This design comes from an exercise in tuning for small area, a short achievable clock period and few clock cycles per item on the open sky130 flow, not from production work. RTL that was checked went through simulation tests only; none was proved equivalent to the original. The RTL of runs 1 to 3 was laid out without a check of its function. No activity file was given, so power comes from the tool's default toggle rates.

===== flow/config.mk =====
export PLATFORM = sky130hd
export DESIGN_NAME = compact_number_encoder
export DESIGN_NICKNAME = compact_number_encoder
export VERILOG_FILES = /design/flow/design.v
export SDC_FILE = /design/flow/constraint.sdc
export NUM_CORES = 4
export LEC_CHECK = 0
export CAP_MARGIN = 20
export CORE_MARGIN = 2
export CORE_UTILIZATION = 40
export SLEW_MARGIN = 20

===== flow/constraint.sdc =====
create_clock -name core_clock -period 9.0 [get_ports {i_clk}]
set_input_delay 1.8000 -clock core_clock [delete_from_list [all_inputs] [get_ports {i_clk}]]
set_output_delay 1.8000 -clock core_clock [all_outputs]
set_load 0.01 [all_outputs]

===== flow/design.v =====
package cne_pkg;
    localparam int NUM_TAGS = 6;
    localparam int MAX_BYTES = 9;
    localparam logic [2:0] REG_TAG_ZERO     = 3'd0;
    localparam logic [2:0] REG_TAG_ONE      = 3'd1;
    localparam logic [2:0] REG_TAG_INTEGER  = 3'd2;
    localparam logic [2:0] REG_TAG_HALF     = 3'd3;
    localparam logic [2:0] REG_TAG_SINGLE   = 3'd4;
    localparam logic [2:0] REG_TAG_DOUBLE   = 3'd5;
    typedef struct packed {
        logic [7:0] zero;
        logic [7:0] one;
        logic [7:0] integ;
        logic [7:0] half;
        logic [7:0] single;
        logic [7:0] dbl;
    } t_tags;
endpackage
module cne_front (
    input  logic                i_clk,
    input  logic                i_func,
    input  logic [31:0]         i_int_value,
    input  logic [63:0]         i_real_bits,
    input  logic                i_is_double,
    input  cne_pkg::t_tags      i_tags,
    input  logic [63:0]         i_req,
    output logic [63:0]         o_req,
    output logic                o_dlast,
    output logic                o_le2,
    output logic [7:0]          o_byte0,
    output logic [63:0]         o_pay,
    output logic [3:0]          o_rem,
    output logic                o_cy,
    output logic                o_inv
);
    logic        ds;
    logic [10:0] de;
    logic [51:0] dm;
    logic [5:0]  de6;
    logic [63:0] dw;
    assign ds = i_real_bits[63];
    assign de = i_real_bits[62:52];
    assign dm = i_real_bits[51:0];
    assign de6 = de[5:0];
    assign dw = {31'd0, 1'b1, dm[51:20]};
    logic [5:0] d_amt, d_amt1, d_amt_i, d_amt_s;
    logic       d_imode;
    assign d_amt_i = 6'd30 - de6;
    assign d_amt_s = 6'd9 - de6;
    assign d_imode = (de >= 11'd1022);
    assign d_amt = d_imode ? d_amt_i : d_amt_s;
    assign d_amt1 = 6'd31 - de6;
    logic [63:0] hsel, gsel;
    always_comb begin
        for (int k = 0; k < 64; k++) begin
            hsel[k] = dw[(30 - k) & 63];
            gsel[k] = dw[(9 - k) & 63];
        end
    end
    logic hb, gb;
    assign hb = hsel[de6];
    assign gb = gsel[de6];
    logic [32:0] mki, mks;
    always_comb begin
        for (int k = 0; k < 33; k++) begin
            mki[k] = de6[5] ? ((k < 31) || (k == 31 && !de6[0]))
                            : ((k < 30) && (de6 < 6'(30 - k)));
            mks[k] = (de6 == 6'd0) ? (k < 9) : ((k < 10) || (de6 < 6'(73 - k)));
        end
    end
    logic sti, sts;
    assign sti = (|dm[19:0]) | (|(dw[32:0] & mki));
    assign sts = (|dm[19:0]) | (|(dw[32:0] & mks));
    logic d_zero, d_one;
    assign d_zero = ~|i_real_bits[62:0];
    assign d_one = (i_real_bits == 64'h3ff0000000000000);
    logic d_lt4;
    assign d_lt4 = i_int_value[31] ? (&i_int_value[31:4] & |i_int_value[3:0])
                                   : ~|i_int_value[31:4];
    assign o_req = {i_real_bits[63:32], i_func ? i_real_bits[31:0] : i_int_value};
    logic [63:0] r_bits;
    logic [5:0]  r_amt, r_amt1;
    logic        r_imode;
    logic        r_func, r_dbl, r_zero, r_one, r_hb, r_gb, r_sti, r_sts;
    always_ff @(posedge i_clk) begin
        r_func <= i_func;
        r_amt  <= d_amt;
        r_amt1 <= d_amt1;
        r_imode <= d_imode;
        r_dbl  <= i_is_double;
        r_zero <= d_zero;
        r_one  <= d_one;
        r_hb   <= hb;
        r_gb   <= gb;
        r_sti  <= sti;
        r_sts  <= sts;
    end
    assign o_dlast = i_func ? (d_zero | d_one) : d_lt4;
    assign r_bits = i_req;
    logic        s;
    logic [10:0] e;
    logic [51:0] m;
    logic [31:0] iv;
    assign s = r_bits[63];
    assign e = r_bits[62:52];
    assign m = r_bits[51:0];
    assign iv = r_bits[31:0];
    logic        neg;
    logic [3:0]  lo4;
    logic        lt4, lt12, lt20, lt28;
    logic [2:0]  n0;
    assign neg = iv[31];
    assign lo4 = (iv[3:0] ^ {4{neg}}) + {3'd0, neg};
    assign lt4  = neg ? (&iv[31:4]  & |iv[3:0])  : ~|iv[31:4];
    assign lt12 = neg ? (&iv[31:12] & |iv[11:0]) : ~|iv[31:12];
    assign lt20 = neg ? (&iv[31:20] & |iv[19:0]) : ~|iv[31:20];
    assign lt28 = neg ? (&iv[31:28] & |iv[27:0]) : ~|iv[31:28];
    assign n0 = lt4 ? 3'd0 : lt12 ? 3'd1 : lt20 ? 3'd2 : lt28 ? 3'd3 : 3'd4;
    logic [32:0] yi;
    logic [23:0] ys;
    assign yi = {1'b1, m[51:20]} >> ((r_imode && !r_hb) ? r_amt1 : r_amt);
    assign ys = yi[23:0];
    logic exact, r_w8, r_int, r_half;
    always_comb begin
        if (&e) exact = ~|m;                                       
        else if (e >= 11'd897 && e <= 11'd1150) exact = ~|m[28:0];   
        else if (e >= 11'd872 && e <= 11'd896) exact = ~r_gb & ~r_sts;  
        else exact = 1'b0;                                         
    end
    assign r_w8 = r_dbl & ~exact;
    assign r_int = (e >= 11'd1023) && (e <= 11'd1053) && !r_hb && !r_sti
                   && ((e <= 11'd1042) || (r_dbl && |m[28:0]));
    assign r_half = (e >= 11'd1022) && (e <= 11'd1052) && r_hb && !r_sti
                    && ((e <= 11'd1041) || (r_dbl && |m[28:0]));
    logic        e_max, nrm, ovf, sub;
    logic [30:0] f_pre;
    logic        rup;
    assign e_max = &e;
    assign nrm = (e >= 11'd897) && (e <= 11'd1150);
    assign ovf = (e >= 11'd1151) && !e_max;
    assign sub = (e >= 11'd872) && (e <= 11'd896);
    always_comb begin
        f_pre = 31'd0;
        rup = 1'b0;
        if (e_max) begin
            f_pre = {8'hff, |m, m[50:29]};
        end else if (nrm) begin
            f_pre = {~e[7], e[6:0], m[51:29]};
            rup = m[28] & ((|m[27:0]) | m[29]);
        end else if (ovf) begin
            f_pre = {8'hff, 23'd0};
        end else if (sub) begin
            f_pre = {8'd0, ys[23:1]};
            rup = ys[0] & (r_sts | ys[1]);
        end
    end
    logic [31:0] mag;
    logic [2:0]  nhi, nhh;
    logic [3:0]  ri, rh;
    assign mag = yi[31:0];
    assign nhi = (e < 11'd1027) ? 3'd0 : (e < 11'd1035) ? 3'd1 : (e < 11'd1043) ? 3'd2
               : (e < 11'd1051) ? 3'd3 : 3'd4;
    assign nhh = (e < 11'd1026) ? 3'd0 : (e < 11'd1034) ? 3'd1 : (e < 11'd1042) ? 3'd2
               : (e < 11'd1050) ? 3'd3 : 3'd4;
    assign ri = (e < 11'd1027) ? 4'd1 : (e < 11'd1035) ? 4'd2 : (e < 11'd1043) ? 4'd3
              : (e < 11'd1051) ? 4'd4 : 4'd5;
    assign rh = (e < 11'd1026) ? 4'd1 : (e < 11'd1034) ? 4'd2 : (e < 11'd1042) ? 4'd3
              : (e < 11'd1050) ? 4'd4 : 4'd5;
    always_comb begin
        o_pay = r_bits;
        o_cy = 1'b0;
        o_inv = 1'b0;
        if (!r_func) begin
            o_byte0 = {~neg, n0, lo4};
            o_pay[31:0] = {{4{neg}}, iv[31:4]};
            o_rem = {1'b0, n0};
            o_cy = neg & ~|iv[3:0];
            o_inv = neg;
        end else if (r_zero) begin
            o_byte0 = i_tags.zero;
            o_rem = 4'd0;
        end else if (r_one) begin
            o_byte0 = i_tags.one;
            o_rem = 4'd0;
        end else if (r_int || r_half) begin
            o_byte0 = r_half ? i_tags.half : i_tags.integ;
            o_pay[39:0] = {4'd0, mag[31:4], ~s, r_half ? nhh : nhi, mag[3:0]};
            o_rem = r_half ? rh : ri;
        end else if (!r_w8) begin
            o_byte0 = i_tags.single;
            o_pay[31:0] = {s, f_pre};
            o_rem = 4'd4;
            o_cy = rup;
        end else begin
            o_byte0 = i_tags.dbl;
            o_rem = 4'd8;
        end
    end
    assign o_le2 = (o_rem[3:1] == 3'd0);
endmodule
module cne_back (
    input  logic           i_clk,
    input  logic           i_rst_n,
    input  logic           i_acc,
    input  logic [63:0]    i_req,
    input  logic           i_first,
    output logic [63:0]    o_req,
    input  logic [7:0]     i_byte0,
    input  logic [63:0]    i_pay,
    input  logic [3:0]     i_rem,
    input  logic           i_cy,
    input  logic           i_inv,
    output logic           o_near2,
    output logic           o_strobe,
    output logic [7:0]     o_out_byte,
    output logic           o_last_byte
);
    logic [63:0] r_sh;
    logic [3:0]  r_rem;
    logic        r_cy;
    logic        r_inv;
    logic [7:0]  x;
    assign o_near2 = (r_rem <= 4'd2);
    assign x = r_sh[7:0] ^ {8{r_inv}};
    always_ff @(posedge i_clk) begin
        if (!i_rst_n) begin
            r_rem <= 4'd0;
            o_strobe <= 1'b0;
        end else if (i_first) begin
            r_rem <= i_rem;
            o_strobe <= 1'b1;
        end else begin
            if (r_rem != 4'd0) r_rem <= r_rem - 4'd1;
            o_strobe <= (r_rem != 4'd0);
        end
    end
    always_ff @(posedge i_clk) begin
        if (i_first) begin
            o_out_byte <= i_byte0;
            o_last_byte <= (i_rem == 4'd0);
            r_cy <= i_cy;
            r_inv <= i_inv;
        end else begin
            o_out_byte <= x + {7'd0, r_cy};
            o_last_byte <= (r_rem == 4'd1);
            r_cy <= r_cy & (&x);
        end
        if (i_acc) r_sh <= i_req;
        else if (i_first) r_sh <= i_pay;
        else r_sh <= {r_sh[63:56], r_sh[63:8]};
    end
    assign o_req = r_sh;
endmodule
module compact_number_encoder (
    input  logic                i_clk,
    input  logic                i_rst_n,
    input  logic                start,
    output logic                busy,
    input  logic                i_func,
    input  logic signed [31:0]  i_int_value,
    input  logic [63:0]         i_real_bits,
    input  logic                i_is_double,
    output logic                o_strobe,
    output logic [7:0]          o_out_byte,
    output logic                o_last_byte,
    input  logic                psel,
    input  logic                penable,
    input  logic                pwrite,
    input  logic [4:0]          paddr,
    input  logic [31:0]         pwdata,
    output logic [31:0]         prdata,
    output logic                pready
);
    cne_pkg::t_tags r_tags;
    logic [7:0]     r_rd;
    logic [7:0]     byte0;
    logic [63:0]    pay, req_in, req_q;
    logic [3:0]     rem;
    logic           cy, inv;
    logic           r_v1, r_busy, dlast, le2, near2;
    assign pready = 1'b1;
    always_ff @(posedge i_clk) begin
        if (!i_rst_n) begin
            r_tags <= {8'd0, 8'd1, 8'd2, 8'd3, 8'd4, 8'd5};
        end else if (psel && penable && pwrite) begin
            case (paddr[4:2])
                cne_pkg::REG_TAG_ZERO:    r_tags.zero   <= pwdata[7:0];
                cne_pkg::REG_TAG_ONE:     r_tags.one    <= pwdata[7:0];
                cne_pkg::REG_TAG_INTEGER: r_tags.integ  <= pwdata[7:0];
                cne_pkg::REG_TAG_HALF:    r_tags.half   <= pwdata[7:0];
                cne_pkg::REG_TAG_SINGLE:  r_tags.single <= pwdata[7:0];
                cne_pkg::REG_TAG_DOUBLE:  r_tags.dbl    <= pwdata[7:0];
                default: ;
            endcase
        end
    end
    always_ff @(posedge i_clk) begin
        case (paddr[4:2])
            cne_pkg::REG_TAG_ZERO:    r_rd <= r_tags.zero;
            cne_pkg::REG_TAG_ONE:     r_rd <= r_tags.one;
            cne_pkg::REG_TAG_INTEGER: r_rd <= r_tags.integ;
            cne_pkg::REG_TAG_HALF:    r_rd <= r_tags.half;
            cne_pkg::REG_TAG_SINGLE:  r_rd <= r_tags.single;
            cne_pkg::REG_TAG_DOUBLE:  r_rd <= r_tags.dbl;
            default:                  r_rd <= 8'd0;
        endcase
    end
    assign prdata = {24'd0, r_rd};
    always_ff @(posedge i_clk) begin
        if (!i_rst_n) begin
            r_v1 <= 1'b0;
            r_busy <= 1'b0;
        end else begin
            r_v1 <= start && !r_busy;
            r_busy <= (start && !r_busy && !dlast) || (r_v1 ? !le2 : !near2);
        end
    end
    assign busy = r_busy;
    cne_front u_front (
        .i_clk       (i_clk),
        .i_func      (i_func),
        .i_int_value (i_int_value),
        .i_real_bits (i_real_bits),
        .i_is_double (i_is_double),
        .i_tags      (r_tags),
        .i_req       (req_q),
        .o_req       (req_in),
        .o_dlast     (dlast),
        .o_le2       (le2),
        .o_byte0     (byte0),
        .o_pay       (pay),
        .o_rem       (rem),
        .o_cy        (cy),
        .o_inv       (inv)
    );
    cne_back u_back (
        .i_clk       (i_clk),
        .i_rst_n     (i_rst_n),
        .i_acc       (start && !r_busy),
        .i_req       (req_in),
        .i_first     (r_v1),
        .o_req       (req_q),
        .i_byte0     (byte0),
        .i_pay       (pay),
        .i_rem       (rem),
        .i_cy        (cy),
        .i_inv       (inv),
        .o_near2     (near2),
        .o_strobe    (o_strobe),
        .o_out_byte  (o_out_byte),
        .o_last_byte (o_last_byte)
    );
endmodule

===== flow/flow/run.sh =====
#!/bin/bash
# Standard ORFS layout with two changes: the port buffers are buf_2 cells
# instead of the default delay-buffer cells (every port still gets its own
# buffer), and timing repair aims for 6 ns of setup slack.
set -euo pipefail
export BUFFER_PORTS_ARGS="-buffer_cell sky130_fd_sc_hd__buf_2"
bash standard.sh SETUP_SLACK_MARGIN=6 synth > synth.log 2>&1
bash standard.sh SETUP_SLACK_MARGIN=6 finish > finish.log 2>&1

===== flow/standard.sh =====
#!/bin/bash
# synth_recipe.tcl (not shown) runs the flow's synth.tcl, then flattens the netlist and writes it again
# the make line also repeats each setting of config.mk as NAME=value (left out here)
make -C /OpenROAD-flow-scripts/flow DESIGN_CONFIG=/design/flow/config.mk WORK_HOME=/design/flow/orfs CLKGATE_MAP_FILE= SYNTH_SCRIPT=/design/flow/synth_recipe.tcl "${@:-finish}"

==> summary.md, run 1 <==
| Metric | Value |
|---|---|
| Hold Path Class | reg2reg |
| Placed Area | around 14000 um^2 |
| GR Overflow Total | 0 |
| Post-route setup slack | ~5.7 ns |
| Vias per cell | between 6 and 7 |
| Most frequent cells in the layout | nand2_1 (159), mux2i_1 (123), buf_2 (118), buf_4 (102), nor2_1 (101) |
| Final setup vio count | 0 |
| Final #Nets | ~2000 |
| Hold Path Origin | r_tags[39]$_SDFFE_PN0P_ |
| Synthesis-to-layout area growth | 30.5% |
| RSZ-0062 raised after global routing | yes |
| Critical path data required time | roughly 9.2 ns |
| Seq cells post-synth | 159 |
| Post-synthesis cell type count | 83 |
| Critical Path AT | ~3.5 ns |
| Slew @ Worst Pin | ~0.90 ns |
| Place WS | around 4.1 ns |
| Startpoint types | flip-flop |
| Synth area leaders | edfxtp_1 (15%), dfxtp_1 (14%), mux2i_1 (9.6%) |
| Worst skew pair latency | 0.44 ns |
| Psw | roughly 1.5 mW |
| HPWL after DPL | around 40000 um |
| RePlAce Congestion | a little under 1 |
| Initial Util | about two fifths |
| I/O Buffers | around 130 |
| Top-area cell type share of the netlist area | around 15% |
| Reg area | 3840 um^2 |
| Relative slew slack | 39.9% |
| Crit Reg-Reg Endpoint | u_back.r_sh[22]$_DFFE_PP_ |
| Core area | between 30000 and 40000 um^2 |
| Register area share after synthesis | about 29% |
| WL/cell | about 27 um |
| Die Footprint | between 30000 and 40000 um^2 |
| Post-route clock period utilization | a little over a third |
| Pwr/cell area | 199 nW/um^2 |
| Initial antenna violation count | 4 |
| Total Wirelength | 61300 um |
| Mapped Cells | 1691 |
| Routed Antenna Nets | 0 |
| First-pass GRT wire length | 91100 um |
| Clock Tree Buf Depth | 2 |
| TritonCTS Buffers | 17 |
| Fmax | approximately 0.3 GHz |
| VDD IR max | 0.156 mV |
| Min Tclk post-route | about 3.3 ns |
| CTS Root Cell | clkbuf_16 |
| Status | complete, no violations |
| Post-layout instance area | 17500 um^2 |
| Int Power | 1.96 mW |
| Pre-antenna DRT Iters | 7 |
| Asr flop ratio synth | 0% |
| Hold Crit Depth | 2 |
| Nature of the critical path endpoint | flip-flop |
| Pins Over Slew Limit | 0 |
| Synth Area per Inst | between 7 and 8 um^2 |
| Post-synth top flop | dfxtp_1 |
| Critical path class | reg2reg |
| Largest area contributor in the netlist | edfxtp_1 |
| Crit-path max FO | 13 |
| Vias in the first global route | roughly 14000 |
| CTS tree | yes |
| Setup TNS after final layout | 0 ns |
| Reg2reg start | u_back.r_sh[25]$_DFFE_PP_ |
| Die width | between 150 and 200 um |
| Largest net degree at the start of global routing | a little under 60 |
| Clock power share | a little under a quarter |
| Combinational share of power | between 40 and 50% |
| Ports | between 150 and 200 |
| Number of cells on the worst reg-to-reg path | 9 |
| Worst Hold Path EP | u_back.o_out_byte[7]$_DFF_P_ |
| H-tree levels | 4 |
| Cts hold-fix bufs | 0 |
| Tot GR Track Use | 33.7% |
| Row Count | 66 |
| DRT iter0 DRCs | around 2300 |
| Max-cap violations | 0 |
| Fill cell count | 3077 |
| Register share of total power | approximately a third |
| R2R Setup Slk | 5.72 ns |
| Worst-path clk slew | around 0.070 ns |
| DRC viols | 0 |
| Multi-input gate area | around 9900 um^2 |
| Switching Fraction | 43.7% |
| Ys Warns | 3 |
| Leak pwr | approximately 6.5 nW |
| Post-synth EDFFs | 65 |
| Die Y-Extent | roughly 190 um |
| CTS Sinks | between 150 and 200 |
| Share of layout cells above drive strength 1 | 27.7% |
| Final hold viol count | 0 |
| Mapped cell area | about 13000 um^2 |
| Vias | approximately 15000 |
| Worst-case clock skew | between 0.01 and 0.015 ns |
| Commonest non-fill, non-tap cell in the layout | nand2_1 |
[worst max path at each step]
stage	startpoint	end	slack, ns	cells past startpoint
2_1_floorplan	i_real_bits[52]	u_front.r_sti$_DFF_P_	5.54	11
3_3_place_gp	start	u_back.r_sh[11]$_DFFE_PP_	4.19	9
3_5_place_dp	start	u_back.r_sh[11]$_DFFE_PP_	4.10	9
4_1_cts	u_back.r_sh[25]$_DFFE_PP_	u_back.o_out_byte[5]$_DFF_P_	5.77	9
5_1_grt	u_back.r_sh[13]$_DFFE_PP_	u_back.o_out_byte[5]$_DFF_P_	5.67	9
6_report	u_back.r_sh[25]$_DFFE_PP_	u_back.r_sh[22]$_DFFE_PP_	5.72	9
[critical path, cell delays in order, from the launching register on]
cell	delay, ns
edfxtp_1	0.45
or4_4	0.57
or4_4	0.58
o31a_4	0.36
o21a_4	0.26
nor2_4	0.11
buf_12	0.15
o31ai_1	0.09
a31oi_1	0.35
o21ai_1	0.10
[synthesized netlist by cell type (26+ instances only)]
master and number:
dfxtp_1 94, nor2_1 111, a21oi_1 116, inv_1 42
buf_4 28, nor4_1 36, nand3_1 53, o31ai_1 31
nor3_1 56, a22oi_1 32, nand2_1 167, o22ai_1 26
o21ai_0 94, edfxtp_1 65, nor2b_1 52, a31oi_1 39
mux2i_1 128, a211oi_1 64, nand4_1 26, clkbuf_1 112
[layer usage]
| layer | vias up | GRT usage, % | share of wire [%] |
|---|---|---|---|
| li1 | 6744 | - | - |
| met1 | 7355 | 46.6 | 40 |
| met2 | 1076 | 48.9 | 42 |
| met3 | 223 | 8.57 | 12 |
| met4 | 0 | 16.1 | 5.5 |
| met5 | - | 0 | 0 |
[metrics by stage]
| step | utilization, % | hold slack, ns | cells | total power, mW |
|---|---|---|---|---|
| 2_1_floorplan | - | 0.449 | 1714 | 1.93 |
| 3_3_place_gp | 43.6 | 0.480 | 2134 | 2.37 |
| 3_5_place_dp | 43.6 | 0.474 | 2134 | 2.38 |
| 4_1_cts | 51.4 | 0.498 | 2271 | 3.34 |
| 5_1_grt | 53.4 | 0.534 | 2299 | 3.60 |
| 6_report | 53.4 | 0.501 | 2299 | 3.47 |
[timing repair]
item / in CTS / in global routing
setup buffers: 90 / 25
resized for setup: 195 / 107
pin swaps: 59 / 53
cloned: 15 / 0
endpoints found under the setup margin: 148 / 105
[sequential cells by signal, summed over array words and instances (netlist names), 4 cells and up]
signal	flops
u_back.r_rem	4
u_front.r_amt	6
u_front.r_amt1	6
r_rd	8
r_tags	48
u_back.o_out_byte	8
u_back.r_sh	64
[power groups by stage]
stage / clock network (mW) / registers [mW] / logic, mW
after floorplan: 0 / 1.05 / 0.881
after global placement: 0 / 1.23 / 1.14
after detailed placement: 0 / 1.23 / 1.15
after CTS: 0.798 / 1.18 / 1.36
after global routing: 0.829 / 1.21 / 1.57
final: 0.793 / 1.21 / 1.47
[kinds of logic (layout without fill, tap and decap cells)]
group,after synthesis,after routing,share of synthesized area (%)
AND/OR/NAND/NOR,577,586,21.3
AO/OA/AOI/OAI,549,549,27.6
buffers and inverters,217,348,7.07
flip-flops,159,159,28.6
multiplexers,151,151,12.6
XOR/XNOR,23,23,1.51
adder cells (fa/ha/maj),13,13,1.22
other,2,28,0.0561
[layout make-up]
type,count,share of cell area (%)
Inverter,45,1.37
Clock buffer,23,3.11
Antenna cell,3,0.0430
Timing Repair Buffer,270,12.9
Multi-Input combinational cell,1347,56.8
Timing Repair inverter,1,0.0501
Clock inverter,9,0.587
Tap cell,442,3.17
Sequential cell,159,22.0
==> inputs of run 2 (changes only) <==
--- a/flow/design.v
+++ b/flow/design.v
@@ -25,8 +25,7 @@
     input  cne_pkg::t_tags      i_tags,
     input  logic [63:0]         i_req,
     output logic [63:0]         o_req,
-    output logic                o_dlast,
-    output logic                o_le2,
+    output logic                o_last1,
     output logic [7:0]          o_byte0,
     output logic [63:0]         o_pay,
     output logic [3:0]          o_rem,
@@ -95,7 +94,9 @@
         r_sti  <= sti;
         r_sts  <= sts;
     end
-    assign o_dlast = i_func ? (d_zero | d_one) : d_lt4;
+    logic r_last;
+    always_ff @(posedge i_clk) r_last <= i_func ? (d_zero | d_one) : d_lt4;
+    assign o_last1 = r_last;
     assign r_bits = i_req;
     logic        s;
     logic [10:0] e;
@@ -196,7 +197,6 @@
             o_rem = 4'd8;
         end
     end
-    assign o_le2 = (o_rem[3:1] == 3'd0);
 endmodule
 module cne_back (
     input  logic           i_clk,
@@ -210,7 +210,7 @@
     input  logic [3:0]     i_rem,
     input  logic           i_cy,
     input  logic           i_inv,
-    output logic           o_near2,
+    output logic           o_near,
     output logic           o_strobe,
     output logic [7:0]     o_out_byte,
     output logic           o_last_byte
@@ -220,7 +220,7 @@
     logic        r_cy;
     logic        r_inv;
     logic [7:0]  x;
-    assign o_near2 = (r_rem <= 4'd2);
+    assign o_near = (r_rem[3:1] == 3'd0);
     assign x = r_sh[7:0] ^ {8{r_inv}};
     always_ff @(posedge i_clk) begin
         if (!i_rst_n) begin
@@ -277,7 +277,7 @@
     logic [63:0]    pay, req_in, req_q;
     logic [3:0]     rem;
     logic           cy, inv;
-    logic           r_v1, r_busy, dlast, le2, near2;
+    logic           r_v1, acc, last1, near;
     assign pready = 1'b1;
     always_ff @(posedge i_clk) begin
         if (!i_rst_n) begin
@@ -307,15 +307,11 @@
     end
     assign prdata = {24'd0, r_rd};
     always_ff @(posedge i_clk) begin
-        if (!i_rst_n) begin
-            r_v1 <= 1'b0;
-            r_busy <= 1'b0;
-        end else begin
-            r_v1 <= start && !r_busy;
-            r_busy <= (start && !r_busy && !dlast) || (r_v1 ? !le2 : !near2);
-        end
+        if (!i_rst_n) r_v1 <= 1'b0;
+        else r_v1 <= acc;
     end
-    assign busy = r_busy;
+    assign busy = r_v1 ? !last1 : !near;
+    assign acc = start && !busy;
     cne_front u_front (
         .i_clk       (i_clk),
         .i_func      (i_func),
@@ -325,8 +321,7 @@
         .i_tags      (r_tags),
         .i_req       (req_q),
         .o_req       (req_in),
-        .o_dlast     (dlast),
-        .o_le2       (le2),
+        .o_last1     (last1),
         .o_byte0     (byte0),
         .o_pay       (pay),
         .o_rem       (rem),
@@ -336,7 +331,7 @@
     cne_back u_back (
         .i_clk       (i_clk),
         .i_rst_n     (i_rst_n),
-        .i_acc       (start && !r_busy),
+        .i_acc       (acc),
         .i_req       (req_in),
         .i_first     (r_v1),
         .o_req       (req_q),
@@ -345,7 +340,7 @@
         .i_rem       (rem),
         .i_cy        (cy),
         .i_inv       (inv),
-        .o_near2     (near2),
+        .o_near      (near),
         .o_strobe    (o_strobe),
         .o_out_byte  (o_out_byte),
         .o_last_byte (o_last_byte)
==> run 2 against run 1 <==
Compared with the run above:
- still clean on timing, DRC and antenna
- sequential share of layout area is 0.80 points higher
- hold slack lost 0.0025 ns
- first-iteration DRC count decreased by 5.8%
- register-to-register slack got worse by 0.24 ns
- critical path type unchanged
- largest cell class unchanged
- highest routed layer is now met5
==> summary.md, run 2 <==
| Metric | Value |
|---|---|
| RSZ-0062 raised after global routing | yes |
| GR Overflow Total | 0 |
| VDD IR max | roughly 0.21 mV |
| Post-synth EDFFs | 65 |
| Leak pwr | roughly 6.6 nW |
| HPWL after DPL | about 36000 um |
| Largest area contributor in the netlist | edfxtp_1 |
| Seq cells post-synth | 159 |
| CTS Sinks | around 160 |
| Ys Warns | 3 |
| Fill cell count | around 2900 |
| Worst-case clock skew | 0.0173 ns |
| Critical Path AT | about 3.7 ns |
| Status | complete, no violations |
| Final setup vio count | 0 |
| DRT iter0 DRCs | roughly 2200 |
| Post-route setup slack | 5.48 ns |
| Critical path data required time | just over 9 ns |
| Pre-antenna DRT Iters | 6 |
| Reg area | 3840 um^2 |
| Asr flop ratio synth | 0% |
| DRC viols | 0 |
| Row Count | 65 |
| Hold Path Class | reg2reg |
| Reg with most FFs | u_back.r_sh |
| Top-count cell post-synth | nand2_1 |
| First-pass GRT wire length | ~80000 um |
| Fmax | 0.284 GHz |
| Nature of the critical path endpoint | flip-flop |
| Tot GR Track Use | a little under a third |
| Vias | ~14000 |
| Worst-path clk slew | about 0.070 ns |
| Top-area cell type share of the netlist area | between 15 and 20% |
| Synth Area per Inst | about 8.2 um^2 |
| Die Footprint | 33300 um^2 |
| Final hold viol count | 0 |
| Post-route clock period utilization | 39.1% |
| CTS tree | yes |
| Ports | approximately 190 |
| Startpoint types | flip-flop |
| Initial Util | between 40% and 50% |
| Commonest cells post-synth | nand2_1 (172), mux2i_1 (153), nor2_1 (100), dfxtp_1 (94), a21oi_1 (92) |
| Pins Over Slew Limit | 0 |
| Mapped cell area | around 13000 um^2 |
| Crit-path max FO | 8 |
| Vias in the first global route | 13323 |
| Post-synth top flop | dfxtp_1 |
| Core area | ~31000 um^2 |
| Commonest non-fill, non-tap cell in the layout | nand2_1 |
| Most frequent cells in the layout | nand2_1 (158), mux2i_1 (150), buf_2 (113), dfxtp_1 (92) |
| Routed Antenna Nets | 0 |
| Setup TNS after final layout | 0 ns |
| Largest net degree at the start of global routing | 68 |
| Die Y-Extent | 183 um |
| Critical path class | reg2reg |
| Final #Nets | 1880 |
| Worst skew pair latency | approximately 0.44 ns |
| Clock Tree Buf Depth | 2 |
| Biggest regs | u_back.r_sh (64), r_tags (48) |
| Synthesis-to-layout area growth | 32.2% |
| Pwr/cell area | between 200 and 250 nW/um^2 |
| Post-synthesis cell type count | 79 |
| Max-cap violations | 0 |
| Die width | approximately 180 um |
| Place WS | 4.43 ns |
| RePlAce Congestion | 0.965 |
| Relative slew slack | a little under a third |
| Multi-input gate area | approximately 9300 um^2 |
| CTS Root Cell | clkbuf_16 |
| Mapped Cells | 1550 |
| Total Wirelength | about 54000 um |
| WL/cell | 25.3 um |
| N_diodes | 0 |
| Synth area leaders | edfxtp_1 (15%), dfxtp_1 (15%), mux2i_1 (12%) |
| Register area share after synthesis | 30.1% |
| Share of layout cells above drive strength 1 | between 20% and 30% |
| TritonCTS Buffers | 17 |
| Largest register FFs | 64 |
| H-tree levels | 4 |
| Vias per cell | 6.58 |
| I/O Buffers | roughly 130 |
| Min Tclk post-route | approximately 3.5 ns |
| Initial antenna violation count | 1 |
| Slew @ Worst Pin | approximately 1.0 ns |
==> run 2: area by class of cell <==
cell class,instances,share of cell area (%)
clock buffer,18,2.61
clock inverter,14,0.727
inverter,32,0.920
multi-input combinational,1241,55.4
sequential,159,22.8
tap,402,2.98
timing repair buffer,276,14.6
==> run 2: power by group <==
group	internal, mW	total (mW)	switching (mW)
combinational	0.761	1.86	1.10
sequential	1.01	1.38	0.372
clock	0.371	0.712	0.341
total	2.14	3.95	1.81
==> run 2: final timing paths <==
check        slack [ns]                        end                 startpoint  cells past startpoint
min                0.50     r_tags[2]$_SDFFE_PN1P_     r_tags[2]$_SDFFE_PN1P_                      2
min reg2reg        0.50     r_tags[2]$_SDFFE_PN1P_     r_tags[2]$_SDFFE_PN1P_                      2
max                5.48  u_back.r_sh[25]$_DFFE_PP_  u_back.r_sh[19]$_DFFE_PP_                     10
max reg2reg        5.48  u_back.r_sh[25]$_DFFE_PP_  u_back.r_sh[19]$_DFFE_PP_                     10
==> run 2: worst max-delay path, stage by stage (launching register included) <==
cell and delay, ns:
edfxtp_1 0.44, or4_4 0.57, or4_4 0.61, or2_4 0.29, o31ai_4 0.26, a31oi_2 0.17, buf_6 0.18, and2_4 0.17
o31ai_4 0.21, buf_6 0.18, clkbuf_16 0.16
==> run 2: through the flow <==
step | power [mW] | cell area, um^2 | hold slack (ns) | std cells | util (%)
floorplan | 2.27 | 13200 | 0.453 | 1573 | -
global placement | 2.81 | 13700 | 0.468 | 1977 | 43.4
detailed placement | 2.82 | 13700 | 0.477 | 1977 | 43.4
CTS | 3.79 | 16000 | 0.497 | 2110 | 50.8
global route | 4.12 | 16900 | 0.533 | 2142 | 53.6
finish | 3.95 | 16900 | 0.499 | 2142 | 53.6
==> run 2: layer usage <==
layer / track usage [%] / wire [um] / vias up
li1: - / - / 6230
met1: 44.2 / 22500 / 6740
met2: 49.1 / 23500 / 943
met3: 5.95 / 5990 / 169
met4: 11.3 / 2210 / 2
met5: 0 / 12 / -
==> run 2: cells by family after synthesis <==
group	count (synthesis)	share of synthesized area (%)
and+or+nand+nor	559	21.5
AOI/OAI and AO/OA	432	23.0
muxes	191	16.8
buffers and inverters	176	6.17
DFF	159	30.1
xor gates and xnor gates	19	1.30
adders and majority gates	12	1.18
other	2	0.0589
==> run 2: what timing repair did <==
action | in CTS | in global routing
gates cloned | 10 | 3
pin swaps | 69 | 74
buffers inserted | 91 | 29
resized for setup | 176 | 123
setup endpoints to repair | 153 | 108
hold buffers | 0 | 0
hold endpoints to repair | 0 | 0
==> inputs of run 3 (changes only) <==
--- a/flow/config.mk
+++ b/flow/config.mk
@@ -7,5 +7,5 @@
 export LEC_CHECK = 0
 export CAP_MARGIN = 20
 export CORE_MARGIN = 2
-export CORE_UTILIZATION = 40
+export CORE_UTILIZATION = 65
 export SLEW_MARGIN = 20
==> run 3 against run 2 <==
Compared with the run above:
- the run now fails in global routing (5_1_grt)
- synthesized cell count unchanged
- synthesized area stayed put
==> summary.md, run 3 <==
| Metric | Value |
|---|---|
| Largest area contributor in the netlist | edfxtp_1 |
| Commonest cells post-synth | nand2_1 (172), mux2i_1 (153), nor2_1 (100), dfxtp_1 (94), a21oi_1 (92) |
| Synth area leaders | edfxtp_1 (15%), dfxtp_1 (15%), mux2i_1 (12%) |
| Largest net degree at the start of global routing | 68 |
| Mapped Cells | 1550 |
| HPWL after DPL | 33100 um |
| Failing step | global routing (5_1_grt) |
| Die width | 144 um |
| Asr flop ratio synth | 0% |
| Tot GR Track Use | just over 80% |
| Post-synth top flop | dfxtp_1 |
| RePlAce Congestion | ~1.0 |
| GR Overflow Total | 31 |
| TritonCTS Buffers | 17 |
| First error | [ERROR GRT-0232] Routing congestion too high. Check the congestion heatmap in the GUI. |
| CTS Sinks | 159 |
| Ports | between 150 and 200 |
| Post-synth EDFFs | 65 |
| Row Count | 51 |
| Seq cells post-synth | about 160 |
| Register area share after synthesis | about 30% |
| Status | did not finish |
| Worst setup endpoint GRT | u_back.r_cy$_DFF_P_/D |
| Top-area cell type share of the netlist area | 15.3% |
| Post-synthesis cell type count | approximately 80 |
| Initial Util | 66.0% |
| CTS Root Cell | clkbuf_16 |
| Die Y-Extent | 144 um |
| Synth Area per Inst | around 8 um^2 |
| Cts hold-fix bufs | 0 |
| I/O Buffers | 133 |
| Placed Area | 13500 um^2 |
| Clock Tree Buf Depth | 2 |
| H-tree levels | 4 |
| Mapped cell area | between 10000 and 15000 um^2 |
| Top-count cell post-synth | nand2_1 |
| Worst_ep kind | register data pin |
| Ys Warns | 3 |
## run 3: cell counts after synthesis
Identical to the previous run, type by type.
## run 3: cells by family after synthesis
family | synth area share [%]
other | 0.0589
adder cells (fa/ha/maj) | 1.18
XOR/XNOR | 1.30
flip-flops | 30.1
AO/OA/AOI/OAI | 23.0
buffers and inverters | 6.17
AND/OR/NAND/NOR | 21.5
multiplexers | 16.8
## run 3: how the worst max path moves through the flow
stage	slack, ns	startpoint	depth (start not counted)	to
after floorplan	5.22	u_back.r_sh[20]$_DFFE_PP_	8	u_back.r_sh[0]$_DFFE_PP_
after global placement	4.51	start	9	u_back.r_sh[1]$_DFFE_PP_
after CTS	5.60	u_back.r_sh[19]$_DFFE_PP_	11	u_back.r_sh[30]$_DFFE_PP_
after detailed placement	4.50	start	9	u_back.r_sh[1]$_DFFE_PP_
## run 3: timing repair
action / 4_1_cts
setup buffers: 128
pin swaps: 96
endpoints found under the setup margin: 156
cloned: 15
resized for setup: 232
## run 3: metal layers
| metal | GRT overflow | global-route usage (%) |
|---|---|---|
| met1 | 0 | 80.8 |
| met2 | 19 | 92.8 |
| met3 | 1 | 70.8 |
| met4 | 11 | 78.4 |
| met5 | 0 | 44.1 |
## run 3: power by group through the flow
stage               combinational [mW]  sequential, mW  clock [mW]
floorplan                         1.12            1.15           0
CTS                               1.76            1.32       0.739
global placement                  1.38            1.37           0
detailed placement                1.40            1.37           0
## run 3: metrics by stage
step / worst slack [ns] / hold slack [ns] / cells
3_5_place_dp: 4.50 / 0.482 / 1838
3_3_place_gp: 4.51 / 0.471 / 1838
4_1_cts: 5.60 / 0.502 / 2013
2_1_floorplan: 5.22 / 0.453 / 1573
==> inputs of run 4 (changes only) <==
--- a/flow/design.v
+++ b/flow/design.v
@@ -245,11 +245,11 @@
             o_last_byte <= (r_rem == 4'd1);
             r_cy <= r_cy & (&x);
         end
-        if (i_acc) r_sh <= i_req;
+        if (i_acc) r_sh <= {i_req[55:0], i_req[63:56]};
         else if (i_first) r_sh <= i_pay;
-        else r_sh <= {r_sh[63:56], r_sh[63:8]};
+        else r_sh <= {r_sh[7:0], r_sh[63:8]};
     end
-    assign o_req = r_sh;
+    assign o_req = {r_sh[7:0], r_sh[63:8]};
 endmodule
 module compact_number_encoder (
     input  logic                i_clk,
--- a/flow/config.mk
+++ b/flow/config.mk
@@ -7,5 +7,6 @@
 export LEC_CHECK = 0
 export CAP_MARGIN = 20
 export CORE_MARGIN = 2
-export CORE_UTILIZATION = 65
+export CORE_UTILIZATION = 40
 export SLEW_MARGIN = 20
+export TNS_END_PERCENT = 0
==> run 4 against run 3 <==
Compared with the run above:
- now clean on timing, DRC and antenna
- synthesized area shrank 0.50%
- synthesized cell count grew 6.0%
==> summary.md, run 4 <==
| Metric | Value |
|---|---|
| Register share of total power | between 30% and 40% |
| Top-area cell type share of the netlist area | roughly a quarter |
| Int Power | between 1.5 and 2 mW |
| Met1 Track Usage GR | about half |
| First-pass GRT wire length | 84800 um |
| Routed Antenna Nets | 0 |
| Tot Pwr | about 3.9 mW |
| Fmax | 0.298 GHz |
| Synth Area per Inst | between 7 and 8 um^2 |
| Share of layout cells above drive strength 1 | 18.8% |
| Ys Warns | 3 |
| Core area | 31400 um^2 |
| Most used routing layer | met2 |
| Largest register FFs | between 60 and 70 |
| Most frequent cells in the layout | nand2_1 (186), dfxtp_1 (149), mux2i_1 (132), buf_2 (127), a21oi_1 (112) |
| Critical path class | in2reg |
| Max-cap violations | 0 |
| RSZ-0062 raised after global routing | yes |
| Worst hold margin | 0.502 ns |
| Setup crit end | u_front.r_sts$_DFF_P_ |
| R2R Setup Slk | 5.65 ns |
| Mapped Cells | between 1500 and 2000 |
| HPWL after DPL | around 42000 um |
| Commonest cells post-synth | nand2_1 (187), dfxtp_1 (158), mux2i_1 (140), a21oi_1 (115), nor2_1 (103) |
| Leak pwr | ~5.5 nW |
| Synth area leaders | dfxtp_1 (25%), mux2i_1 (11%), nand2_1 (5.5%) |
| WL/cell | approximately 27 um |
| Hold Path Origin | r_tags[25]$_SDFFE_PN1P_ |
| VDD IR max | ~0.22 mV |
| Worst-case clock skew | 0.0249 ns |
| Place WS | between 4 and 5 ns |
| Post-route setup slack | approximately 5.6 ns |
| Worst skew pair latency | approximately 0.47 ns |
| Tot GR Track Use | ~34% |
| Final hold viol count | 0 |
| Vias per cell | around 6.7 |
| Clock Tree Buf Depth | 2 |
| Post-synth top flop | dfxtp_1 |
| Largest area contributor in the netlist | dfxtp_1 |
| Synthesis-to-layout area growth | 14.8% |
| Number of cells on the worst reg-to-reg path | 10 |
| Final #Nets | between 1500 and 2000 |
| Vias in the first global route | approximately 13000 |
| Reg2reg start | u_back.r_sh[60]$_DFF_P_ |
| Critical Path AT | 3.66 ns |
| DRT iter0 DRCs | 1954 |
| Die Y-Extent | around 180 um |
| Largest net degree at the start of global routing | 71 |
| Combinational share of power | between 40% and 50% |
| Setup TNS after final layout | 0 ns |
| Asr flop ratio synth | 0% |
| I/O Buffers | between 100 and 150 |
| CTS tree | yes |
| GR Util met3 | 6.15% |
| Total Wirelength | 57400 um |
| Nature of the critical path endpoint | flip-flop |
| CTS Root Cell | clkbuf_16 |
| Psw | between 1.5 and 2 mW |
| Die width | around 180 um |
| Startpoint types | primary input |
| Reg with most FFs | u_back.r_sh |
| Crit-path max FO | 5 |
| Clock power share | 19.5% |
| Cts hold-fix bufs | 0 |
| Worst-path clk slew | ~0.07 ns |
| Hold Path Class | reg2reg |
| Biggest regs | u_back.r_sh (64), r_tags (48) |
| Min Tclk post-route | between 3 and 4 ns |
| Met2 usage | approximately 50% |
| CTS Sinks | approximately 160 |
| DRC viols | 0 |
| Post-synth EDFFs | 1 |
| Initial Util | 40.4% |
| Top-count cell post-synth | nand2_1 |
| Pins Over Slew Limit | 0 |
| Register area share after synthesis | about a quarter |
| Commonest non-fill, non-tap cell in the layout | nand2_1 |
| TritonCTS Buffers | 17 |
| CP Launch Point | i_real_bits[53] |
| Crit Reg-Reg Endpoint | u_back.r_sh[14]$_DFF_P_ |
| Row Count | 65 |
| GR Overflow Total | 0 |
| Initial antenna violation count | 0 |
| Post-layout instance area | 14600 um^2 |
| Final setup vio count | 0 |
| Post-synthesis cell type count | 95 |
| Critical path data required time | about 9.3 ns |
| Pwr/cell area | roughly 260 nW/um^2 |
| Mapped cell area | between 10000 and 15000 um^2 |
| H-tree levels | 4 |
| Ports | ~190 |
| Post-route clock period utilization | 37.3% |
| Relative slew slack | roughly 35% |
| Seq cells post-synth | between 150 and 200 |
| Die Footprint | approximately 33000 um^2 |
| N_diodes | 0 |
| Switching Fraction | ~49% |
| Pre-antenna DRT Iters | 9 |
| Slew @ Worst Pin | between 0.9 and 1 ns |
| Placed Area | between 10000 and 15000 um^2 |
| Status | complete, no violations |
| RePlAce Congestion | 0.988 |
| Vias | ~14000 |
-- run 4: layer usage --
metal	wire (um)	share of wire (%)
met4	2580	4.5
met5	0	0
met2	24000	42
met1	24700	43
met3	6060	11
-- run 4: cell families after synthesis --
group           synth area share (%)
simple gates                    21.5
compound gates                  28.5
buf+inv                         7.23
mux                             14.7
flops                           25.2
xor+xnor                        1.72
fa+ha+maj                       1.16
other cells                   0.0592
-- run 4: power by group through the flow --
stage               registers [mW]  clock network (mW)  logic (mW)
finish                        1.43               0.751        1.67
global route                  1.42               0.785        1.79
CTS                           1.37               0.758        1.61
floorplan                     1.07                   0        1.22
global placement              1.38                   0        1.56
detailed placement            1.38                   0        1.56
-- run 4: metrics by stage --
stage          cells  utilization [%]
3_3_place_gp    2064             42.6
6_report        2122             46.4
4_1_cts         2122             46.0
2_1_floorplan   1666                -
5_1_grt         2122             46.4
3_5_place_dp    2065             42.6
-- run 4: cell type report --
| type | count | area (um^2) |
|---|---|---|
| repair buffers | 177 | 1160 |
| multi-input cells | 1318 | 8940 |
| inverters | 34 | 155 |
| well taps | 402 | 503 |
| fillers | 3174 | 16800 |
| clock inverters | 13 | 140 |
| flip-flops and latches | 159 | 3210 |
| clock buffers | 19 | 453 |
-- run 4: worst min-delay path by stage --
stage,endpoint,slack (ns),cells after the start
2_1_floorplan,u_back.r_inv$_SDFFCE_PP0P_,0.46,0
5_1_grt,r_tags[25]$_SDFFE_PN1P_,0.52,2
6_report,r_tags[25]$_SDFFE_PN1P_,0.50,2
4_1_cts,r_tags[25]$_SDFFE_PN1P_,0.50,2
3_3_place_gp,r_tags[25]$_SDFFE_PN1P_,0.47,2
3_5_place_dp,r_tags[25]$_SDFFE_PN1P_,0.48,2
-- run 4: worst max-delay path: stages --
cell	delay, ns
buf_8	0.08
buf_12	0.11
clkinv_8	0.05
ha_4	0.17
or4_4	0.43
a221oi_4	0.25
a31oi_1	0.14
nor4_2	0.48
o2111ai_1	0.15
-- run 4: what timing repair did --
item | in CTS | in global routing
hold endpoints to repair | 0 | 0
setup endpoints to repair | 86 | 92
resized for setup | 63 | 26
gates cloned | 3 | 0
buffers inserted | 22 | 0
pin swaps | 10 | 1
Testbench counts of run 4, summed over its fixed seeds: cycles 14,733, items 3,200.
==> inputs of run 5 (changes only) <==
--- a/flow/config.mk
+++ b/flow/config.mk
@@ -9,4 +9,3 @@
 export CORE_MARGIN = 2
 export CORE_UTILIZATION = 40
 export SLEW_MARGIN = 20
-export TNS_END_PERCENT = 0
==> run 5 against run 4 <==
Compared with the run above:
- fmax grew 1.4%
- cell area rose by 9.8%
- combinational power rose by 15%
- critical path type unchanged
- via count increased by 3.6%
- critical path depth unchanged
- largest cell class unchanged
- clock power decreased by 3.9%
- utilization grew 4.5 points
- final cell count is 3.4% higher
- still clean on timing, DRC and antenna
==> summary.md, run 5 <==
| Metric | Value |
|---|---|
| Hold Path Class | reg2reg |
| Min Tclk post-route | approximately 3.3 ns |
| Cts hold-fix bufs | 0 |
| Top-count cell post-synth | nand2_1 |
| Nature of the critical path endpoint | flip-flop |
| TritonCTS Buffers | 17 |
| Die width | roughly 180 um |
| Worst-case clock skew | between 0.01 and 0.015 ns |
| Mapped Cells | approximately 1600 |
| Vias per cell | between 6 and 7 |
| Die Footprint | about 33000 um^2 |
| Tot GR Track Use | between 30 and 40% |
| Pins Over Slew Limit | 0 |
| H-tree levels | 4 |
| Register area share after synthesis | approximately 25% |
| Final #Nets | roughly 1900 |
| Commonest cells post-synth | nand2_1 (187), dfxtp_1 (158), mux2i_1 (140), a21oi_1 (115), nor2_1 (103) |
| Initial Util | 40.4% |
| Status | complete, no violations |
| CTS Root Cell | clkbuf_16 |
| Share of layout cells above drive strength 1 | roughly 28% |
| Ports | ~190 |
| Pre-antenna DRT Iters | 6 |
| Relative slew slack | between 20 and 25% |
| Non-Filler Instances | approximately 2200 |
| Core area | 31400 um^2 |
| Die Y-Extent | roughly 180 um |
| RSZ-0062 raised after global routing | yes |
| Clock Tree Buf Depth | 2 |
| Synth Area per Inst | roughly 7.7 um^2 |
| Cells after DPL | about 2100 |
| Startpoint types | primary input |
| Initial antenna violation count | 0 |
| Mapped cell area | ~13000 um^2 |
| RePlAce Congestion | 0.951 |
| Fmax | ~0.3 GHz |
| Commonest non-fill, non-tap cell in the layout | nand2_1 |
| Setup TNS after final layout | 0 ns |
| Worst-path clk slew | 0.07 ns |
| Synth area leaders | dfxtp_1 (25%), mux2i_1 (11%), nand2_1 (5.5%) |
| Pwr/cell area | around 260 nW/um^2 |
| Most frequent cells in the layout | nand2_1 (181), buf_2 (125), dfxtp_1 (125), mux2i_1 (123), a21oi_1 (105) |
| Slew @ Worst Pin | approximately 1.1 ns |
| Leak pwr | 6.02 nW |
| Post-synth top flop | dfxtp_1 |
| CTS Sinks | ~160 |
| Final setup vio count | 0 |
| Post-route clock period utilization | a little under two fifths |
| Biggest regs | u_back.r_sh (64), r_tags (48) |
| CTS tree | yes |
| Row Count | 65 |
| Largest net degree at the start of global routing | 71 |
| I/O Buffers | approximately 130 |
| WL/cell | approximately 28 um |
| Final hold viol count | 0 |
| Worst skew pair latency | approximately 0.46 ns |
| Place WS | approximately 4.4 ns |
| DRC viols | 0 |
| Vias in the first global route | between 10000 and 15000 |
| HPWL after DPL | ~43000 um |
| Critical path data required time | a little over 9 ns |
| Seq cells post-synth | about 160 |
| Total Wirelength | between 60000 and 70000 um |
| Post-synth EDFFs | 1 |
| Reg with most FFs | u_back.r_sh |
| GR Overflow Total | 0 |
| Largest area contributor in the netlist | dfxtp_1 |
| Synthesis-to-layout area growth | 26.0% |
| Crit-path max FO | 4 |
| Critical path class | in2reg |
| First-pass GRT wire length | between 80000 and 90000 um |
| Post-synthesis cell type count | 95 |
| Tot Pwr | a little over 4 mW |
| N_diodes | 0 |
| Ys Warns | 3 |
| Vias | 14722 |
| Top-area cell type share of the netlist area | between 20% and 30% |
| Post-route setup slack | 5.69 ns |
| Routed Antenna Nets | 0 |
| Largest register FFs | 64 |
| Asr flop ratio synth | 0% |
| VDD IR max | between 0.15 and 0.2 mV |
| DRT iter0 DRCs | 1968 |
| Critical Path AT | about 3.6 ns |
| Max-cap violations | 0 |
-- run 5: cell counts after synthesis --
Identical to the previous run, type by type.
-- run 5: final timing paths --
| path | startpoint | end | slack, ns | cells after the start |
|---|---|---|---|---|
| min | r_tags[2]$_SDFFE_PN1P_ | r_tags[2]$_SDFFE_PN1P_ | 0.50 | 2 |
| max | i_real_bits[53] | u_front.r_sts$_DFF_P_ | 5.69 | 9 |
| min reg2reg | r_tags[2]$_SDFFE_PN1P_ | r_tags[2]$_SDFFE_PN1P_ | 0.50 | 2 |
| max reg2reg | u_back.r_sh[31]$_DFF_P_ | u_back.r_sh[21]$_DFF_P_ | 5.95 | 12 |
-- run 5: repair_timing --
action / 4_1_cts / 5_1_grt
pin swaps: 28 / 45
gates resized for setup: 145 / 116
gates cloned: 5 / 3
endpoints found under the setup margin: 99 / 79
setup buffers: 52 / 39
hold endpoints to repair: 0 / 0
-- run 5: layer usage --
layer,share of wire (%),GRT usage (%),vias up
li1,-,-,6435
met4,4.1,14.6,0
met5,0,0,-
met3,11,7.52,163
met1,43,50.6,7102
met2,42,51.5,1022
-- run 5: area by class of cell --
class	count	area, um^2
Fill cell	3075	15400
Multi-Input combinational cell	1318	9570
Sequential cell	159	3270
Timing Repair Buffer	249	1940
Tap cell	402	503
Clock buffer	20	447
Inverter	34	151
Clock inverter	12	121
-- run 5: power by group --
group          internal [mW]  total (mW)  switching, mW
registers              0.936        1.49          0.551
clock network          0.394       0.722          0.328
logic                  0.774        1.92           1.15
total                   2.10        4.13           2.03
-- run 5: kinds of logic after synthesis --
logic type                 synth area share (%)
xor gates and xnor gates                   1.72
AOI/OAI and AO/OA                          28.5
adders and majority gates                  1.16
and+or+nand+nor                            21.5
DFF                                        25.2
muxes                                      14.7
other                                    0.0592
buffers and inverters                      7.23
-- run 5: metrics by stage --
step | hold slack (ns) | instance area [um^2] | utilization (%)
after floorplan | 0.455 | 13000 | -
after global placement | 0.476 | 13400 | 42.7
after detailed placement | 0.483 | 13400 | 42.7
after CTS | 0.501 | 15100 | 48.1
after global routing | 0.536 | 16000 | 51.0
final | 0.503 | 16000 | 51.0
-- run 5: worst max-delay path, stage by stage --
cell,delay (ns)
buf_8,0.08
buf_12,0.11
clkinv_8,0.05
ha_4,0.17
or4_4,0.41
a221oi_2,0.27
a31oi_1,0.15
nor4_2,0.42
o2111ai_1,0.16
==> inputs of run 6 (changes only) <==
--- a/flow/config.mk
+++ b/flow/config.mk
@@ -9,3 +9,4 @@
 export CORE_MARGIN = 2
 export CORE_UTILIZATION = 40
 export SLEW_MARGIN = 20
+export TNS_END_PERCENT = 5
==> run 6 against run 5 <==
Compared with the run above:
- combinational power decreased by 9%
- largest cell class unchanged
- global-route usage is 1.6 points lower
- largest power group unchanged
- utilization down 3.1 points
- sequential share of layout area grew 1.0 points
- still clean on timing, DRC and antenna
- sequential power is 4% lower
- total power down 5.8%
- critical path depth fell by 2
- critical path type unchanged
==> summary.md, run 6 <==
| Metric | Value |
|---|---|
| Largest area contributor in the netlist | dfxtp_1 |
| Hold Path Class | reg2reg |
| Relative slew slack | 21.9% |
| DRC viols | 0 |
| Leak pwr | approximately 5.7 nW |
| Crit-path max FO | 25 |
| Clock Tree Buf Depth | 2 |
| Final #Nets | around 1900 |
| Hold Path Origin | r_tags[25]$_SDFFE_PN1P_ |
| Critical path's largest stage delay | 0.49 ns |
| Core area | 31400 um^2 |
| Vias in the first global route | approximately 13000 |
| CP Launch Point | i_real_bits[55] |
| Top-count cell post-synth | nand2_1 |
| Die width | ~180 um |
| Synth Area per Inst | between 7 and 8 um^2 |
| CTS Root Cell | clkbuf_16 |
| RSZ-0062 raised after global routing | yes |
| Synth Area in XOR/XNOR | 1.72% |
| Max-cap violations | 0 |
| Largest net degree at the start of global routing | a little over 70 |
| H-tree levels | 4 |
| Fmax | around 0.31 GHz |
| Placed Area | about 13000 um^2 |
| Mux share of post-synthesis cell area | 14.7% |
| Share of layout cells above drive strength 1 | approximately 22% |
| Critical Path AT | roughly 3.6 ns |
| GR Overflow Total | 0 |
| Post-synthesis cell type count | 95 |
| Startpoint types | primary input |
| Slew @ Worst Pin | ~1.2 ns |
| CTS Sinks | about 160 |
| Pre-antenna DRT Iters | 6 |
| HPWL after DPL | 41700 um |
| Commonest cells post-synth | nand2_1 (187), dfxtp_1 (158), mux2i_1 (140), a21oi_1 (115), nor2_1 (103) |
| Post-synth top flop | dfxtp_1 |
| Pwr/cell area | 259 nW/um^2 |
| Synthesis-to-layout area growth | 18.4% |
| Worst-path clk slew | approximately 0.070 ns |
| Largest register FFs | between 60 and 70 |
| R2R Setup Slk | 5.75 ns |
| Reg with most FFs | u_back.r_sh |
| Commonest non-fill, non-tap cell in the layout | nand2_1 |
| Post-Synth Simple-Gate Area | a little over a fifth |
| Nature of the critical path endpoint | flip-flop |
| Most frequent cells in the layout | nand2_1 (182), dfxtp_1 (142), mux2i_1 (131), buf_2 (125), a21oi_1 (111) |
| Status | complete, no violations |
| Worst path cell trace | buf_12, inv_6, or4_4, a221oi_2, a31oi_1, nor4_2, o2111ai_1 |
| Setup TNS after final layout | 0 ns |
| Ys Warns | 3 |
| Vias | between 10000 and 15000 |
| Critical path data required time | 9.29 ns |
| Asr flop ratio synth | 0% |
| Ports | between 150 and 200 |
| Final setup vio count | 0 |
| Seq cells post-synth | roughly 160 |
| Largest family of logic cells by synthesized area | compound AO/OA/AOI/OAI gates |
| RePlAce Congestion | 1.02 |
| Row Count | 65 |
| First-pass GRT wire length | approximately 85000 um |
| TritonCTS Buffers | 17 |
| Vias per cell | 6.68 |
| N_diodes | 0 |
| Critical path class | in2reg |
| Tot GR Track Use | 33.8% |
| Top-area cell type share of the netlist area | roughly a quarter |
| Critical-path top delay cell | or4_4 |
| Post-synth EDFFs | 1 |
| Initial antenna violation count | 0 |
| CTS tree | yes |
| Final hold viol count | 0 |
| Initial Util | between 40% and 50% |
| I/O Buffers | 133 |
| Routed Antenna Nets | 0 |
| Worst-case clock skew | slightly below 0.02 ns |
| Min Tclk post-route | roughly 3.3 ns |
| Total Wirelength | 57700 um |
| Synth area leaders | dfxtp_1 (25%), mux2i_1 (11%), nand2_1 (5.5%) |
| Register area share after synthesis | 25.2% |
| Die Footprint | roughly 33000 um^2 |
| Pins Over Slew Limit | 0 |
| Worst skew pair latency | 0.45 ns |
| Cts hold-fix bufs | 0 |
| Post-route clock period utilization | between 30% and 40% |
| VDD IR max | approximately 0.30 mV |
| Adder-cell area share of the yosys netlist | under 10% |
| Compound-Gate Fraction of Synth Area | 28.5% |
| Mapped Cells | 1643 |
| Post-layout instance area | 15000 um^2 |
| DRT iter0 DRCs | 1810 |
| Die Y-Extent | 182 um |
| Reg2reg start | u_back.r_sh[37]$_DFF_P_ |
| Mapped cell area | 12700 um^2 |
| Biggest regs | u_back.r_sh (64), r_tags (48) |
| WL/cell | ~27 um |
run 6: cell type report:
type / count / area (um^2)
clock buffers: 17 / 425
clock inverters: 15 / 141
fillers: 3187 / 16400
inverters: 34 / 156
multi-input cells: 1318 / 9120
flip-flops and latches: 159 / 3220
well taps: 402 / 503
repair buffers: 204 / 1460
run 6: worst paths after layout:
check	to	cells past startpoint
hold reg to reg	r_tags[25]$_SDFFE_PN1P_	2
setup / recovery	u_front.r_sts$_DFF_P_	7
hold / removal	r_tags[25]$_SDFFE_PN1P_	2
setup reg to reg	u_back.r_cy$_DFF_P_	9
run 6: layer usage:
layer | vias up | track usage (%) | part of all wire (%)
met5 | - | 0 | 0
met4 | 0 | 14.8 | 4.8
met3 | 176 | 9.76 | 12
met2 | 989 | 48.9 | 41
met1 | 6835 | 46.6 | 42
li1 | 6350 | - | -
run 6: power by group:
| part | internal [mW] | switching (mW) |
|---|---|---|
| Combinational | 0.663 | 1.08 |
| Clock | 0.368 | 0.349 |
| Sequential | 0.919 | 0.509 |
run 6: cell families after synthesis:
group,count (synthesis)
AND/OR/NAND/NOR,557
AO/OA/AOI/OAI,527
buffers and inverters,190
multiplexers,171
flip-flops,159
XOR/XNOR,25
adder cells (fa/ha/maj),12
other,2
run 6: worst max-delay path, delay by kind of cell:
kind,cells,cell delay [ns]
buffers and inverters,2,0.24
and+or+nand+nor,2,0.92
AOI/OAI and AO/OA,3,0.57
run 6: per-stage QoR:
stage	setup WS [ns]	std cells	hold slack (ns)	util, %	power, mW
floorplan	5.49	1666	0.455	-	2.30
global placement	4.26	2067	0.478	42.7	2.94
detailed placement	4.26	2068	0.478	42.7	2.94
CTS	5.78	2137	0.497	47.0	3.75
global route	5.70	2149	0.542	47.9	4.04
finish	5.72	2149	0.501	47.9	3.89
run 6: timing repair:
item                                    in CTS  in global routing
gates resized for setup                    113                 39
endpoints found under the hold margin        0                  0
setup buffers                               34                 11
gates cloned                                 3                  1
pin swaps                                   14                 11
endpoints found under the setup margin      87                 90
==> inputs of run 7 (changes only) <==
--- a/flow/config.mk
+++ b/flow/config.mk
@@ -7,6 +7,6 @@
 export LEC_CHECK = 0
 export CAP_MARGIN = 20
 export CORE_MARGIN = 2
-export CORE_UTILIZATION = 40
+export CORE_UTILIZATION = 50
 export SLEW_MARGIN = 20
 export TNS_END_PERCENT = 5
==> run 7 against run 6 <==
Compared with the run above:
- fmax is 0.29% higher
- hold slack improved by 0.0048 ns
- combinational power hardly changed
- non-clock buffer count fell by 13
- cell area about the same
- sequential power about the same
- first-iteration DRC count is 33% higher
- clock skew shrank 0.0045 ns
- wire length decreased by 3.3%
- via count is 0.24% higher
- utilization is 12 points higher
- die area is 20% lower
- highest routed layer unchanged
==> summary.md, run 7 <==
| Metric | Value |
|---|---|
| Largest register FFs | 64 |
| Commonest cells post-synth | nand2_1 (187), dfxtp_1 (158), mux2i_1 (140), a21oi_1 (115), nor2_1 (103) |
| Relative slew slack | around two fifths |
| Largest area contributor in the netlist | dfxtp_1 |
| Initial Util | a little over 50% |
| Hold Path Origin | r_tags[10]$_SDFFE_PN1P_ |
| Worst Hold Path EP | r_tags[10]$_SDFFE_PN1P_ |
| Tot GR Track Use | around 41% |
| Mapped cell area | between 10000 and 15000 um^2 |
| I/O Buffers | between 100 and 150 |
| Post-route setup slack | between 5 and 6 ns |
| Synth area leaders | dfxtp_1 (25%), mux2i_1 (11%), nand2_1 (5.5%) |
| VDD IR max | about 0.51 mV |
| First-pass GRT wire length | just over 80000 um |
| R2R Setup Slk | 5.73 ns |
| Top-area cell type share of the netlist area | roughly a quarter |
| DRT iter0 DRCs | ~2400 |
| Vias | ~14000 |
| TritonCTS Buffers | 17 |
| Slew @ Worst Pin | roughly 0.9 ns |
| Die width | about 160 um |
| CTS Root Cell | clkbuf_16 |
| Setup TNS after final layout | 0 ns |
| Critical path class | in2reg |
| Fmax | 0.306 GHz |
| Asr flop ratio synth | 0% |
| Post-synth EDFFs | 1 |
| WL/cell | ~27 um |
| Nature of the critical path endpoint | flip-flop |
| H-tree levels | 4 |
| Biggest regs | u_back.r_sh (64), r_tags (48) |
| Top-count cell post-synth | nand2_1 |
| Ports | 185 |
| CTS Sinks | between 150 and 200 |
| Worst-case clock skew | 0.0148 ns |
| Pwr/cell area | ~260 nW/um^2 |
| Ys Warns | 3 |
| Reg with most FFs | u_back.r_sh |
| Pins Over Slew Limit | 0 |
| Tot Pwr | around 4.0 mW |
| Pre-antenna DRT Iters | 7 |
| Final hold viol count | 0 |
| Commonest non-fill, non-tap cell in the layout | nand2_1 |
| Routed Antenna Nets | 0 |
| Core area | 25000 um^2 |
| Worst path cell trace | buf_8, buf_12, clkinv_8, ha_4, or4_4, a221oi_4, buf_4, nor2_2, nor4_4, o2111ai_1 |
| DRC viols | 0 |
| Startpoint types | primary input |
| Total Wirelength | between 50000 and 60000 um |
| Vias in the first global route | roughly 13000 |
| Max-cap violations | 0 |
| Final #Nets | 1874 |
| Register area share after synthesis | around 25% |
| Die Footprint | approximately 27000 um^2 |
| Reg2reg start | u_front.r_hb$_DFF_P_ |
| Row Count | 58 |
| Most frequent cells in the layout | nand2_1 (182), dfxtp_1 (142), mux2i_1 (129), buf_2 (127), a21oi_1 (107) |
| Leak pwr | approximately 5.7 nW |
| Die Y-Extent | around 160 um |
| Placed Area | ~13000 um^2 |
| Share of layout cells above drive strength 1 | a little over a fifth |
| Hold Path Class | reg2reg |
| Post-route clock period utilization | a little over a third |
| RSZ-0062 raised after global routing | yes |
| Crit Reg-Reg Endpoint | u_back.r_sh[1]$_DFF_P_ |
| Initial antenna violation count | 0 |
| Critical path data required time | between 9 and 10 ns |
| Final core utilization | approximately three fifths |
| Synthesis-to-layout area growth | 18.4% |
| Critical-path top delay cell | or4_4 |
| Critical path's largest stage delay | roughly 0.43 ns |
| HPWL after DPL | about 40000 um |
| Worst skew pair latency | between 0.4 and 0.5 ns |
| GR Overflow Total | 0 |
| Post-layout instance area | roughly 15000 um^2 |
| Post-synthesis cell type count | 95 |
| N_diodes | 0 |
| Place WS | 4.57 ns |
| Min Tclk post-route | roughly 3.3 ns |
| CTS tree | yes |
| Clock Tree Buf Depth | 2 |
| Cts hold-fix bufs | 0 |
| Number of cells on the worst reg-to-reg path | 11 |
| Final setup vio count | 0 |
| Worst-path clk slew | about 0.070 ns |
| Hold Crit Depth | 2 |
| RePlAce Congestion | about 1.0 |
| Largest net degree at the start of global routing | 71 |
| Crit-path max FO | 4 |
| Seq cells post-synth | approximately 160 |
| Critical Path AT | approximately 3.6 ns |
| Vias per cell | 6.97 |
| Post-synth top flop | dfxtp_1 |
| Status | complete, no violations |
| Synth Area per Inst | about 7.7 um^2 |
| Mapped Cells | 1643 |
## run 7: layer usage
metal	vias to the layer above	track usage, %	routed length, um
met5	-	0	0
met1	6760	57.6	22500
li1	6331	-	-
met4	0	16.5	2600
met2	1098	59.1	23000
met3	195	10.0	7690
## run 7: cell families (layout without fill, tap and decap cells)
kind of cell | Yosys count | count (layout) | synth area share (%)
multiplexers | 171 | 171 | 14.7
flip-flops | 159 | 159 | 25.2
buffers and inverters | 190 | 257 | 7.23
AO/OA/AOI/OAI | 527 | 527 | 28.5
other | 2 | 25 | 0.0592
adder cells (fa/ha/maj) | 12 | 12 | 1.16
AND/OR/NAND/NOR | 557 | 559 | 21.5
XOR/XNOR | 25 | 25 | 1.72
## run 7: area by class of cell
type                    instances  area (um^2)
clock buffers                  17          425
clock inverters                15          186
repair buffers                191         1360
fillers                      2337        10000
inverters                      34          151
multi-input cells            1319         9270
flip-flops and latches        159         3220
well taps                     330          413
## run 7: report_power, final
part	leakage (nW)	internal (mW)	total [mW]	switching, mW
combinational	4.04	0.696	1.78	1.08
clock	0.296	0.378	0.754	0.377
sequential	1.32	0.916	1.43	0.518
## run 7: worst max-delay path by stage
stage	start	endpoint	slack (ns)	cells after the start
after floorplan	i_real_bits[53]	u_front.r_sts$_DFF_P_	5.49	8
after global placement	i_real_bits[53]	u_front.r_sts$_DFF_P_	4.56	9
after detailed placement	i_real_bits[53]	u_front.r_sts$_DFF_P_	4.57	9
after CTS	i_real_bits[53]	u_front.r_sts$_DFF_P_	5.75	9
after global routing	i_real_bits[53]	u_front.r_sts$_DFF_P_	5.63	10
final	i_real_bits[53]	u_front.r_sts$_DFF_P_	5.73	10
## run 7: metrics by stage
stage	hold slack, ns	cells
2_1_floorplan	0.455	1666
3_3_place_gp	0.481	1992
3_5_place_dp	0.486	1992
4_1_cts	0.509	2057
5_1_grt	0.526	2065
6_report	0.506	2065
## run 7: worst max-delay path, delay by kind of cell
kind	cells	cell delay (ns)
AO/OA/AOI/OAI	2	0.42
adder cells (fa/ha/maj)	1	0.17
buffers and inverters	4	0.40
AND/OR/NAND/NOR	3	0.78
## run 7: repair_timing
action                                  in CTS  in global routing
pin swaps                                   19                  3
buffers inserted                            28                  7
gates cloned                                 5                  1
resized for setup                          106                 51
endpoints found under the setup margin      93                 86

-- separate check: timing with driven ports --
The results above use ideal ports. As a check the final layouts listed here were re-extracted and re-timed, cells and wires unchanged.
Step 1 assumes that a clkbuf_16 drives the clock port and a buf_2 every other input.
Step 2 adds t to the input delays and takes it off the output delays; t is the mean of the earliest and latest rising clock arrival at the registers after step 1. Input paths then give back, and output paths get back, about the clock's delay inside the block.
a / b / c = ideal ports / drivers / drivers and shift; a / b = the first two.
run | t (ns) | setup WS [ns] | clock arrival spread, ns | pins driven straight from the clock port
run 1 | 0.487 | 5.720 / 5.720 / 5.337 | 0.015 / 0.014 | 1
run 2 | 0.483 | 5.480 / 5.480 / 5.317 | 0.020 / 0.019 | 1
run 4 | 0.512 | 5.646 / 5.518 / 5.006 | 0.025 / 0.025 | 1
run 5 | 0.508 | 5.691 / 5.664 / 5.155 | 0.015 / 0.015 | 1
run 6 | 0.487 | 5.724 / 5.640 / 5.152 | 0.020 / 0.019 | 1
run 7 | 0.495 | 5.733 / 5.647 / 5.151 | 0.015 / 0.015 | 1
After both steps every run listed still meets setup and hold. For run 4, which loses most, drivers alone change the setup slack by -0.128 ns; drivers and shift together by -0.640 ns.
